From an optimization exercise on the open Yosys and OpenROAD flow, aimed at a short achievable clock period and few clock cycles per item; shortcuts taken in it are not production practice. In this exercise RTL edits were held to simulation tests only and were not proved equivalent to the original. Power and IR drop assume default switching activity.

Setup of before:
// mem_subsystem
module mem_subsystem (
	input wire logic clk,
	input wire logic rst_n,
	input wire logic if_req,
	input wire cache_pkg::word_t if_addr,
	output logic if_ack,
	output cache_pkg::word_t if_rdata,
	input wire logic dc_req,
	input wire logic dc_write,
	input wire cache_pkg::byte_en_t dc_byte_en,
	input wire cache_pkg::word_t dc_addr,
	input wire cache_pkg::word_t dc_wdata,
	output logic dc_ack,
	output cache_pkg::word_t dc_rdata,
	output logic pmem_req,
	output logic pmem_write,
	output cache_pkg::word_t pmem_addr,
	output cache_pkg::line_t pmem_wdata,
	input wire logic pmem_ack,
	input wire cache_pkg::line_t pmem_rdata
);
	localparam logic [1:0] PH_WB = 2'd0;
	localparam logic [1:0] PH_WB_REL = 2'd1;
	localparam logic [1:0] PH_REFILL = 2'd2;
	logic [1:0][7:0][8:0] tag_q;
	logic [1:0][7:0][7:0][15:0] line_q;
	logic [1:0][7:0] valid_q;
	logic [1:0][7:0] dirty_q;
	logic [7:0] lru_q;
	logic [7:0] avail_q;
	logic [7:0] set_vdirty;
  ...
clock: 7.5 ns
lec_check: 0
cap_margin: 20
core_margin: 2
core_utilization: 30
place_density: 0.35
setup_slack_margin: 3.8
slew_margin: 20
run.sh (not shown) runs the stock make flow with config.mk's settings and CLKGATE_MAP_FILE= SYNTH_SCRIPT=/design/flow/synth_recipe.tcl, a recipe that flattens the netlist after the stock synthesis.
Testbench counts of before, summed over its fixed seeds: cycles 27,899, items 8,000.
For after, these inputs were changed with respect to before:
--- a/flow/design.v
+++ b/flow/design.v
@@ -140,16 +140,15 @@
 			begin : g_line
 				assign line_word[c][w][s] = line_q[w][s][off[c]];
 			end
 			assign way_word[c][w] = line_word[c][w][set[c]];
 		end
 		assign vict[c] = |(set_oh[c] & lru_q);
 		assign hit_word[c] = hit_way[c] ? way_word[c][1] : way_word[c][0];
-		assign active[c] = req[c] && !ack_q[c] && !mem_busy && !ack_q[1-c]
-			&& (c == 1 || !dc_req);
+		assign active[c] = req[c] && !ack_q[c] && !(mem_busy && mem_owner == c);
 		assign do_hit[c] = active[c] && hit[c];
 		assign want_miss[c] = active[c] && miss[c];
 	end
 	always_comb
 	begin
 		store_word = hit_word[1];
 		if (dc_write && dc_byte_en[0])
## What came out
- When after is set beside before, its setup slack turns out to be 0.23 ns larger.
- after ends up with a share of the clock period used by the worst path after layout that is 3.1 points lower than in before.
- before has lower worst hold slack than after.
- before -> after: number of cells upsized or downsized after cts increased by more than a quarter
- In the metrics for before and after, the one carrying the lower switching power share of the total is before.
- Taking before as the reference, in after final total power grew by about 9%; met1 layer wirelength in the final routing shrank by about 1%.
Testbench counts of after, summed over its fixed seeds: cycles 17,256, items 8,000.

--- another note on this design; it stands on its own ---

== job 1078 ==
==> flow/design.v (excerpt) <==
module mem_subsystem (
	input wire logic clk,
	input wire logic rst_n,
	input wire logic if_req,
	input wire cache_pkg::word_t if_addr,
	output logic if_ack,
	output cache_pkg::word_t if_rdata,
	input wire logic dc_req,
	input wire logic dc_write,
	input wire cache_pkg::byte_en_t dc_byte_en,
	input wire cache_pkg::word_t dc_addr,
	input wire cache_pkg::word_t dc_wdata,
	output logic dc_ack,
	output cache_pkg::word_t dc_rdata,
	output logic pmem_req,
	output logic pmem_write,
	output cache_pkg::word_t pmem_addr,
	output cache_pkg::line_t pmem_wdata,
	input wire logic pmem_ack,
	input wire cache_pkg::line_t pmem_rdata
);
==> flow/config.mk <==
export PLATFORM = sky130hd
export DESIGN_NAME = mem_subsystem
export DESIGN_NICKNAME = mem_subsystem
export VERILOG_FILES = /design/flow/design.v
export SDC_FILE = /design/flow/constraint.sdc
export NUM_CORES = 4
export LEC_CHECK = 0
export CAP_MARGIN = 20
export CORE_MARGIN = 2
export CORE_UTILIZATION = 30
export PLACE_DENSITY = 0.35
export SETUP_SLACK_MARGIN = 3.8
export SLEW_MARGIN = 20
==> flow/constraint.sdc <==
create_clock -name core_clock -period 7.5 [get_ports {clk}]
set_input_delay 1.5000 -clock core_clock [delete_from_list [all_inputs] [get_ports {clk}]]
set_output_delay 1.5000 -clock core_clock [all_outputs]
set_load 0.01 [all_outputs]
run.sh (not shown) runs the stock make flow with config.mk's settings and CLKGATE_MAP_FILE= SYNTH_SCRIPT=/design/flow/synth_recipe.tcl, a recipe that flattens the netlist after the stock synthesis.
Job 1078 never completed; the flow aborted with a tool error in global routing (5_1_grt).
Testbench counts of job 1078, summed over its fixed seeds: cycles 17,140, items 8,000.
The following lists how job 561 was set up differently from job 1078:
- CORE_UTILIZATION now 25, was 30
- SETUP_SLACK_MARGIN now 4.0, was 3.8
- ABC_CLOCK_PERIOD_IN_PS now 3000, previously not set
- PLACE_DENSITY no longer set, was 0.35
## What came out
Job 561 did not run to completion, as it errored out during global routing (5_1_grt).
Job 1078 did not make it past global routing (5_1_grt), where a tool error ended it.
Compared with job 1078, in job 561 worst slack after detailed placement went down by 0.038 ns; total placed instance area grew by 3.7%; horizontal die dimension has increased.
Comparing job 1078 against job 561, there is no change at all in area after synthesis.
From job 561 to job 1078, count of boundary I/O pins did not move at all.
Placement row count ended up 9.4% higher on job 561 than on job 1078.
Summary: with job 1078 as the reference, placer's final routability congestion estimate in job 561 moved down by a little under 10%.
Taking job 1078 as 1.0, job 561 lands at 1.12 on estimated wirelength of the detail-placed design.
Job 561 -> job 1078: synthesized cell count delta 0, exact match

port drivers added, routing unchanged:
The flow's constraints put no driver on any port. The routed layouts listed below were extracted and timed again, unchanged, in two steps. Step 1 assumes that a clkbuf_16 drives the clock port and a buf_2 every other input. Step 2, shift: input delay + t, output delay - t, t = (earliest + latest rising clock arrival at the registers) / 2. This alone moves slack from input paths to output paths. a / b / c = ideal / step 1 / step 2; a / b = the first two.
run | shift t [ns] | setup WS [ns] | worst hold slack (ns) | pins driven straight from the clock port
before | 1.171 | 2.994 / 3.052 / 1.881 | 0.396 / 0.302 / 0.475 | 1
after | 1.143 | 3.228 / 3.131 / 1.988 | 0.460 / 0.385 / 0.492 | 1
After both steps setup and hold are still met in every run listed. For after, which loses most, drivers alone change the setup slack by -0.097 ns; drivers and shift together by -1.240 ns.
